Source: an optimization exercise on an open RTL-to-GDS flow (aim: small area, a short achievable clock period and few clock cycles). Production flows keep margins and buffers that such runs may drop. At most, simulation tests tie the RTL to the original design; equivalence was not proved.

## pn_evaluator
module pn_evaluator (
    input  wire                         clk,
    input  wire                         rst_n,
    input  wire [1:0]                   mode,
    input  wire                         operator,
    input  wire [pn_pkg::operand_w-1:0] in,
    input  wire                         in_valid,
    output logic                        out_valid,
    output pn_pkg::result_t             out
);
For scale: ~2,000 cells after synthesis, roughly 26 I/O pins, roughly 19,000 um^2 of cells after synthesis.
clock: 9.0 ns
lec_check: 0
abc_clock_period_in_ps: 3000
cap_margin: 20
core_margin: 2
core_utilization: 40
setup_slack_margin: 4.5
slew_margin: 20
tns_end_percent: 100
run.sh (not shown) runs the stock make flow with config.mk's settings and CLKGATE_MAP_FILE= SYNTH_SCRIPT=/design/flow/synth_recipe.tcl, a recipe that flattens the netlist after the stock synthesis.
Rerun with:
--- a/flow/design.v
+++ b/flow/design.v
@@ -709,16 +709,18 @@
                 default: begin
                     idx <= idx + 2'd1;
                     if (idx == 2'd3 || !lval[idx + 2'd1]) st <= S_IDLE;
                 end
             endcase
         end
     end
-    assign out_valid = emit | (waits & done) | (endc & (bur_q | done));
+    wire ov_reg = emit | (waits & done);
+    wire ov_end = recv & (bur_q | done);
+    assign out_valid = ov_reg | (ov_end & ~in_valid);
     logic [15:0] res;
     always_comb begin
         if (bur_q) res = {{(16 - BW){lv[idx][BW-1]}}, lv[idx]};
         else       res = v[0];
     end
-    assign out = out_valid ? res : 16'd0;
+    assign out = (res & {16{ov_reg}}) | (res & {16{ov_end & ~in_valid}});
 endmodule
 `default_nettype wire
After rerunning: Flip-flop and latch count stays the same. Critical path depth fell by 5. Final cell count went up by 3.4%. Via count came out higher by 3.8%. Die area grows by 1.5%. Global-route usage climbs by 0.62 points. Utilization falls by 0.13 points. Synthesized area rose by about 1.5%. Worst setup slack is better by 0.086 ns. Cell area rises by about 1.6%. Clock skew came out lower by 0.0068 ns. Hold slack improves by 0.0045 ns.
Function was not checked in any run of this note: the RTL went through the layout flow alone.


== build 93 ==
pn_evaluator, a different RTL version from the one above (not shown whole).
Size in the first run: about 1700 cells after synthesis, roughly 150 flip-flops, ~26 I/O pins.
export LEC_CHECK = 0
export ABC_CLOCK_PERIOD_IN_PS = 3000
export CAP_MARGIN = 20
export CORE_MARGIN = 2
export CORE_UTILIZATION = 40
export SETUP_SLACK_MARGIN = 4.5
export SLEW_MARGIN = 20
export TNS_END_PERCENT = 100
create_clock -name core_clock -period 9.0 [get_ports {clk}]
Testbench counts of build 93, summed over its fixed seeds: cycles 11,704.
> inputs changed (build 93 -> trial 98)
diff --git a/flow/design.v b/flow/design.v
--- a/flow/design.v
+++ b/flow/design.v
@@ -451,16 +451,18 @@
     logic       first_pending;
     logic [15:0] vhi [0:VW-1];
     logic [2:0]  vlo [0:VD-1];
     logic [FD-1:0] f_v;
     logic [FD-1:0] f_l;
     logic [1:0]    f_op [0:FD-1];
     logic [3:0]    q [0:QD-1];
     logic [1:0]    qcnt;
+    logic signed [BW-1:0] lv [0:3];
+    logic [3:0]    lf;
     logic [3:0]    lval;
     wire idle  = (st == S_IDLE);
     wire recv  = (st == S_RECV);
     wire waits = (st == S_WAIT);
     wire emit  = (st == S_EMIT);
     logic [15:3]    hs [0:1];
     logic [VT-1:VW] vt;
     wire            wide_up = |vhi[VW-1][15:3];
@@ -549,19 +551,16 @@
                 hs[0] <= vhi[VW-1][15:3];
                 hs[1] <= hs[0];
             end
             vt <= {vt[VT-2:VW], wide_up};
         end else if (!redx && (pop1 || pb_op)) begin
             if (vt[VW]) hs[0] <= hs[1];
             vt <= {1'b0, vt[VT-1:VW+1]};
         end
-        if (bur_q && !idle) begin
-            {vhi[VW-1][14:3], hs[1], hs[0]} <= bx_n;
-        end
     end
     always_ff @(posedge clk or negedge rst_n) begin
         if (!rst_n) begin
             f_v <= '0;
         end else if (idle) begin
             if (take) f_v <= {{(FD-1){1'b0}}, cur_op};
         end else if (red) begin
             if (!t_op) f_v <= {1'b0, f_v[FD-1:1]};
@@ -633,47 +632,38 @@
             else if (!lval[1]) wr[1] = 1'b1;
             else if (!lval[2]) wr[2] = 1'b1;
             else               wr[3] = 1'b1;
         end else if (pre_q && !flag_new) begin
             wr = lf;
         end
         if (!ins) wr = '0;
     end
-    logic [37:0] bx, bx_n;
-    assign bx = {vhi[VW-1][14:3], hs[1], hs[0]};
-    logic signed [BW-1:0] lv [0:3];
-    logic [3:0] lf;
-    logic bf [0:3][0:3];
-    function automatic int bf_bit(input int i, input int j);
-        bf_bit = (i == 0) ? 31 + j : (i == 1) ? 33 + j : 37;
-    endfunction
-    always_comb begin
-        for (int j = 0; j < 4; j++) begin
-            lv[j] = bx[7*j +: BW];
-            lf[j] = bx[28 + j];
-        end
+    always_ff @(posedge clk) begin
         for (int i = 0; i < 4; i++) begin
-            for (int j = 0; j < 4; j++) begin
-                bf[i][j] = (i < j) ? bx[bf_bit(i, j)] : 1'b0;
+            if (wr[i]) begin
+                lv[i] <= bres;
+                lf[i] <= flag_new;
             end
         end
     end
-    logic first [0:3];    
+    logic bf [0:3][0:3];
+    logic lt [0:3];
+    logic gt [0:3];
     always_comb begin
-        for (int j = 0; j < 4; j++) first[j] = pre_q ? (bres > lv[j]) : (bres < lv[j]);
-        bx_n = bx;
+        for (int j = 0; j < 4; j++) begin
+            lt[j] = bres < lv[j];
+            gt[j] = bres > lv[j];
+        end
+    end
+    always_ff @(posedge clk) begin
         for (int i = 0; i < 4; i++) begin
-            if (wr[i]) begin
-                bx_n[7*i +: BW] = bres;
-                bx_n[28 + i]    = flag_new;
-            end
             for (int j = i + 1; j < 4; j++) begin
-                if (wr[i])      bx_n[bf_bit(i, j)] = first[j];
-                else if (wr[j]) bx_n[bf_bit(i, j)] = !first[i];
+                if (wr[i])      bf[i][j] <= pre_q ? !lt[j] : !gt[j];
+                else if (wr[j]) bf[i][j] <= pre_q ? !gt[i] : !lt[i];
             end
         end
     end
     logic [3:0] sel;
     always_comb begin
         for (int i = 0; i < 4; i++) begin
             sel[i] = lval[i];
             for (int j = 0; j < 4; j++) begin
==> summary.txt <==
Trial 98 reached the end of the flow, and the finished layout is clean on the timing, design-rule and antenna checks.
In trial 98, the non-clock buffer count came out 18% below the value in build 93.
Maximum cell stage delay along the critical path (trial 98 over build 93): increase, 0.06 ns
Changes observed in trial 98 relative to build 93: routed wire length moved down, wire length of the first global-routing pass moved down, post-route clock period utilization moved up.
Trial 98 ended with more area after synthesis than build 93.
Relative to build 93, the overall via count from detail_route of trial 98 is lower by 1218.
Between build 93 and trial 98, the flow reports mean post-synth cell area increasing by a little under 10%.
[compare] base=build 93 new=trial 98: time the final worst path needs with I/O delays and setup higher; first-iteration DRC count lower; slew at the pin with the worst max-slew slack lower.
Testbench counts of trial 98, summed over its fixed seeds: cycles 11,704.


== JK ==
pn_evaluator, a different RTL version from the one above (not shown whole).
For scale: ~1700 cells after synthesis, about 150 flip-flops, ~26 I/O pins, ~15000 sq um of cells after synthesis.
==> flow/design.v (excerpt) <==
module pn_evaluator (
    input  wire                         clk,
    input  wire                         rst_n,
    input  wire [1:0]                   mode,
    input  wire                         operator,
    input  wire [pn_pkg::operand_w-1:0] in,
    input  wire                         in_valid,
    output logic                        out_valid,
    output pn_pkg::result_t             out
);
==> flow/config.mk <==
export PLATFORM = sky130hd
export DESIGN_NAME = pn_evaluator
export DESIGN_NICKNAME = pn_evaluator
export VERILOG_FILES = /design/flow/design.v
export SDC_FILE = /design/flow/constraint.sdc
export NUM_CORES = 4
export LEC_CHECK = 0
export ABC_CLOCK_PERIOD_IN_PS = 3000
export CAP_MARGIN = 20
export CORE_MARGIN = 2
export CORE_UTILIZATION = 40
export SETUP_SLACK_MARGIN = 3.5
export SLEW_MARGIN = 20
export TNS_END_PERCENT = 0
==> flow/constraint.sdc <==
create_clock -name core_clock -period 9.0 [get_ports {clk}]
set_input_delay 1.8000 -clock core_clock [delete_from_list [all_inputs] [get_ports {clk}]]
set_output_delay 1.8000 -clock core_clock [all_outputs]
set_load 0.01 [all_outputs]
JK completed every stage of the flow, and the final layout passed the timing, design-rule and antenna checks.
Testbench counts of JK, summed over its fixed seeds: cycles 11,704.
Setup changes, JK to MS
diff --git a/flow/design.v b/flow/design.v
--- a/flow/design.v
+++ b/flow/design.v
@@ -451,22 +451,24 @@
     logic       first_pending;
     logic [15:0] vhi [0:VW-1];
     logic [2:0]  vlo [0:VD-1];
     logic [2:0]    f_n;    
     logic [1:0]    f_v;    
     assign f_v = {f_n[2] | f_n[1], f_n != 3'd0};
     logic [FD-1:0] f_l;
     logic [1:0]    f_op [0:FD-1];
     logic [3:0]    q [0:QD-1];
     logic [1:0]    qcnt;
     logic [3:0]    lval;
+    logic [37:0]   bx, bx_n;
+    logic [3:0]    lf;
     wire idle  = (st == S_IDLE);
     wire recv  = (st == S_RECV);
     wire waits = (st == S_WAIT);
     wire emit  = (st == S_EMIT);
     logic [15:3]    hs [0:1];
     logic [VT-1:VW] vt;
     wire            wide_up = |vhi[VW-1][15:3];
     logic [15:0] v [0:VD+1];
     always_comb begin
         for (int i = 0; i < VD + 2; i++) begin
             if (i < VW)       v[i] = {vhi[i][15:3], vlo[i]};
@@ -483,33 +485,32 @@
     wire take  = cur_v & ~casc;
     wire t_op  = take & cur_op;
     wire t_opd = take & ~cur_op;
     wire fpush  = t_op & (idle | pre_q);
     wire pf_op  = t_op & ~idle & ~pre_q & ~bur_q;
     wire pb_op  = t_op & ~idle & ~pre_q & bur_q;
     wire top_l  = f_v[0] & f_l[0];
     wire qb_red = t_opd & ~idle & pre_q & bur_q & top_l & ~pend;
     wire pend_n = casc | (t_opd & ~idle & pre_q & ~bur_q & (pend | top_l));
     logic [1:0]  alu_op;
     logic [15:0] a, b, sum, r;
-    wire         sub = (alu_op == 2'd1);
     assign alu_op = pre_q ? f_op[0] : cur_x[1:0];
     assign a   = v[1];
     assign b   = v[0];
-    assign sum = a + (b ^ {16{sub}}) + {15'd0, sub};
+    assign sum = a + b;
     logic [15:0] prod;
     mul16lo mul_inst (.a(a), .b(b), .p(prod));
     always_comb begin
         case (alu_op)
             2'd0:    r = sum;
-            2'd1:    r = sum;
+            2'd1:    r = a - b;
             2'd2:    r = prod;
             default: r = sum[15] ? -sum : sum;
         endcase
     end
     logic [2:0]    bl, br;
     logic [1:0]    bop;
     logic signed [BW-1:0] bres;
     assign bl  = pre_q ? vlo[0] : vlo[1];
     assign br  = pre_q ? in : vlo[0];
     assign bop = pre_q ? f_op[0] : in[1:0];
     always_comb begin
@@ -632,26 +633,24 @@
         wr = '0;
         if (!full) begin
             if (!lval[0])      wr[0] = 1'b1;
             else if (!lval[1]) wr[1] = 1'b1;
             else if (!lval[2]) wr[2] = 1'b1;
             else               wr[3] = 1'b1;
         end else if (pre_q && !flag_new) begin
             wr = lf;
         end
         if (!ins) wr = '0;
     end
-    logic [37:0] bx, bx_n;
     assign bx = {vhi[VW-1][14:3], hs[1], hs[0]};
     logic signed [BW-1:0] lv [0:3];
-    logic [3:0] lf;
     logic bf [0:3][0:3];
     function automatic int bf_bit(input int i, input int j);
         bf_bit = (i == 0) ? 31 + j : (i == 1) ? 33 + j : 37;
     endfunction
     always_comb begin
         for (int j = 0; j < 4; j++) begin
             lv[j] = bx[7*j +: BW];
             lf[j] = bx[28 + j];
         end
         for (int i = 0; i < 4; i++) begin
             for (int j = 0; j < 4; j++) begin
@@ -695,23 +694,22 @@
         if (!rst_n) begin
             lval <= '0;
         end else if (idle) begin
             lval <= '0;
         end else if (present) begin
             lval <= lval & ~sel;
         end else begin
             lval <= lval | wr;
         end
     end
     wire done = ~pend & ~qnz;
-    wire endc = recv & ~in_valid;
     always_ff @(posedge clk or negedge rst_n) begin
         if (!rst_n) begin
             st            <= S_IDLE;
             pre_q         <= 1'b0;
             bur_q         <= 1'b0;
             pend          <= 1'b0;
             first_pending <= 1'b0;
         end else begin
             pend <= pend_n;
             if (flag_new) first_pending <= 1'b0;
             case (st)
==> summary.txt <==
Final area came out higher on MS than on JK. Core utilization: MS lower than JK. MS ended with more fmax than JK. Looking at combinational family with the most area after synthesis, the adder cells result is from MS; the simple AND/OR/NAND/NOR gates one comes from JK. MS reports its critical path startpoint as vlo[0][0] while JK reports in[1].
Testbench counts of MS, summed over its fixed seeds: cycles 11,704.


pn_evaluator, a different RTL version from the one above (not shown whole).
Size in the first run: roughly 220 flip-flops, about 26 I/O pins, roughly 19,000 um^2 of cells after synthesis.
clock: 9.0 ns
lec_check: 0
abc_clock_period_in_ps: 3000
cap_margin: 20
core_margin: 2
core_utilization: 40
setup_slack_margin: 4.5
slew_margin: 20
tns_end_percent: 100
Edit:
--- a/flow/design.v
+++ b/flow/design.v
@@ -371,23 +371,23 @@
             case (f_op[0])
                 2'd1:    bpre[k] = {4'd0, vlo[0]} - 7'(k);
                 2'd2:    bpre[k] = {4'd0, vlo[0]} * 7'(k);
                 default: bpre[k] = {4'd0, vlo[0]} + 7'(k);
             endcase
         end
         bpost[0] = {4'd0, vlo[1]} + {4'd0, vlo[0]};
         bpost[1] = {4'd0, vlo[1]} - {4'd0, vlo[0]};
         bpost[2] = {4'd0, vlo[1]} * {4'd0, vlo[0]};
         bpost[3] = bpost[0];
     end
-    assign bres = pre_q ? bpre[cur_x] : bpost[cur_x[1:0]];
+    assign bres = pre_q ? bpre[in] : bpost[in[1:0]];
     wire red  = pend;
     wire redx = red & t_opd;
     wire push = t_opd & ~red & ~qb_red;
     wire pop1 = (red & ~t_opd) | pf_op | qb_red;
     always_ff @(posedge clk) begin
         for (int i = 0; i < VD; i++) begin
             if (push) begin
                 vlo[i] <= (i == 0) ? cur_x : v[i-1][2:0];
             end else if (redx) begin
                 if (i == 0) vlo[i] <= cur_x;
                 else if (i == 1) vlo[i] <= r[2:0];
@@ -465,79 +465,91 @@
             end
         end
     end
     always_ff @(posedge clk or negedge rst_n) begin
         if (!rst_n) begin
             qcnt <= '0;
         end else begin
             qcnt <= qcnt + {2'd0, q_push} - {2'd0, q_pop};
         end
     end
     wire flag_new = qb_red & ~f_v[1] & first_pending;
-    wire ins      = pb_op | qb_red;
+    logic signed [BW-1:0] p_val;
+    logic                 p_flag;
+    logic                 p_v;
+    always_ff @(posedge clk) begin
+        p_val  <= bres;
+        p_flag <= flag_new;
+    end
+    always_ff @(posedge clk or negedge rst_n) begin
+        if (!rst_n) p_v <= 1'b0;
+        else        p_v <= pb_op | qb_red;
+    end
+    wire ins      = p_v;
     wire full     = lval[3];
-    wire drop     = full & (~pre_q | flag_new);
-    wire rm       = full & pre_q & ~flag_new;
+    wire drop     = full & (~pre_q | p_flag);
+    wire rm       = full & pre_q & ~p_flag;
     logic signed [BW-1:0] lr [0:3];
     logic [3:0]    lrf;
     logic [3:0]    lrv;
     logic [3:0]    g;
     logic [3:0]    bef;
     logic [BW-1:0] ln [0:3];
     logic [3:0]    lnf;
     always_comb begin
         g[0] = lf[0] & lval[0];
         for (int i = 1; i < 4; i++) g[i] = g[i-1] | (lf[i] & lval[i]);
         for (int i = 0; i < 4; i++) begin
             if (rm && g[i]) begin
                 lr[i]  = (i < 3) ? lv[i+1] : lv[i];
                 lrf[i] = (i < 3) ? lf[i+1] : 1'b0;
             end else begin
                 lr[i]  = lv[i];
                 lrf[i] = lf[i];
             end
         end
         lrv = rm ? {1'b0, lval[2:0]} : lval;
         for (int i = 0; i < 4; i++) begin
-            bef[i] = ~lrv[i] | (pre_q ? (bres > lr[i]) : (bres < lr[i]));
+            bef[i] = ~lrv[i] | (pre_q ? (p_val > lr[i]) : (p_val < lr[i]));
         end
         for (int i = 0; i < 4; i++) begin
             if (bef[i]) begin
                 if (i > 0 && bef[i-1]) begin
                     ln[i]  = lr[i-1];
                     lnf[i] = lrf[i-1];
                 end else begin
-                    ln[i]  = bres;
-                    lnf[i] = flag_new;
+                    ln[i]  = p_val;
+                    lnf[i] = p_flag;
                 end
             end else begin
                 ln[i]  = lr[i];
                 lnf[i] = lrf[i];
             end
         end
     end
+    wire [3:0] lval_n = (ins && !drop) ? ({lrv[2:0], 1'b1} | lrv) : lval;
     always_ff @(posedge clk) begin
         if (ins && !drop) begin
             for (int i = 0; i < 4; i++) begin
                 lv[i] <= ln[i];
                 lf[i] <= lnf[i];
             end
         end
     end
     always_ff @(posedge clk or negedge rst_n) begin
         if (!rst_n) begin
             lval <= '0;
         end else if (idle) begin
             lval <= '0;
-        end else if (ins && !drop) begin
-            lval <= {lrv[2:0], 1'b1} | lrv;
+        end else begin
+            lval <= lval_n;
         end
     end
     wire done = ~pend & ~qnz;
     wire endc = recv & ~in_valid;
     always_ff @(posedge clk or negedge rst_n) begin
         if (!rst_n) begin
             st            <= S_IDLE;
             pre_q         <= 1'b0;
             bur_q         <= 1'b0;
             pend          <= 1'b0;
             first_pending <= 1'b0;
@@ -551,38 +563,41 @@
                     if (in_valid) begin
                         st            <= S_RECV;
                         pre_q         <= ~mode[0];
                         bur_q         <= ~mode[1];
                         first_pending <= operator;
                     end
                 end
                 S_RECV: begin
                     if (!in_valid) begin
                         if (bur_q) begin
                             idx <= 2'd1;
-                            st  <= lval[1] ? S_EMIT : S_IDLE;
+                            st  <= lval_n[1] ? S_EMIT : S_IDLE;
                         end else begin
                             st <= done ? S_IDLE : S_WAIT;
                         end
                     end
                 end
                 S_WAIT: begin
                     if (done) st <= S_IDLE;
                 end
                 default: begin
                     idx <= idx + 2'd1;
                     if (idx == 2'd3 || !lval[idx + 2'd1]) st <= S_IDLE;
                 end
             endcase
         end
     end
     wire ov_reg = emit | (waits & done);
     wire ov_end = recv & (bur_q | done);
     assign out_valid = ov_reg | (ov_end & ~in_valid);
     logic [15:0] res;
     always_comb begin
-        if (bur_q) res = {{(16 - BW){lv[idx][BW-1]}}, lv[idx]};
+        if (bur_q) begin
+            if (p_v && !drop) res = {{(16 - BW){ln[0][BW-1]}}, ln[0]};
+            else              res = {{(16 - BW){lv[idx][BW-1]}}, lv[idx]};
+        end
         else       res = v[0];
     end
     assign out = (res & {16{ov_reg}}) | (res & {16{ov_end & ~in_valid}});
 endmodule
 `default_nettype wire
Cell area decreases by 4.1%.
Routed wire length shrinks by 4.5%.
Register-to-register slack is worse by 0.04 ns.
Flip-flop and latch count increases by 9.
Clock-buffer cell count came out lower by 9.
Setup slack degrades by 0.68 ns.
Maximum frequency decreases by 12%.
Global-route usage went down by 1.2 points.
Die area grows by 2.1%.
No functional check of the RTL was part of any run of this note.

-- re-timing with driven ports --
The flow's constraints put no driver on any port. The routed layouts listed below were extracted and timed again, unchanged, in two steps.
Step 1: set_driving_cell puts a clkbuf_16 on clk and a buf_2 on each other input, an assumption about the parent block.
Step 2 adds t to the input delays and takes it off the output delays; t is the mean of the earliest and latest rising clock arrival at the registers after step 1. Input paths then give back, and output paths get back, about the clock's delay inside the block.
Slacks: ideal ports / drivers / drivers and shift; pairs: ideal ports / drivers.
run	t (ns)	setup WS [ns]	hold WS [ns]	latest minus earliest clock arrival (ns)	worst slew at a driven data input, ns
the first run of note 1	0.609	3.521 / 3.521 / 3.286	0.448 / 0.448 / 0.448	0.040 / 0.039	0.06
the second run of note 1	0.594	3.607 / 3.607 / 3.225	0.453 / 0.453 / 0.453	0.034 / 0.034	0.07
build 93	0.489	3.676 / 3.678 / 3.189	0.454 / 0.454 / 0.454	0.013 / 0.013	0.06
trial 98	0.492	3.618 / 3.620 / 3.128	0.452 / 0.452 / 0.452	0.020 / 0.020	0.06
JK	0.473	3.466 / 3.486 / 3.012	0.460 / 0.460 / 0.460	0.009 / 0.009	0.04
MS	0.482	3.489 / 3.489 / 3.135	0.464 / 0.464 / 0.464	0.009 / 0.010	0.04
the first run of note 4	0.600	3.860 / 3.866 / 3.274	0.447 / 0.447 / 0.447	0.028 / 0.028	0.06
the second run of note 4	0.583	3.179 / 3.130 / 3.713	0.452 / 0.452 / 0.452	0.030 / 0.030	0.07
After both steps setup and hold are still met in every run listed. For the first run of note 4, which loses most, drivers alone change the setup slack by +0.006 ns; drivers and shift together by -0.586 ns.
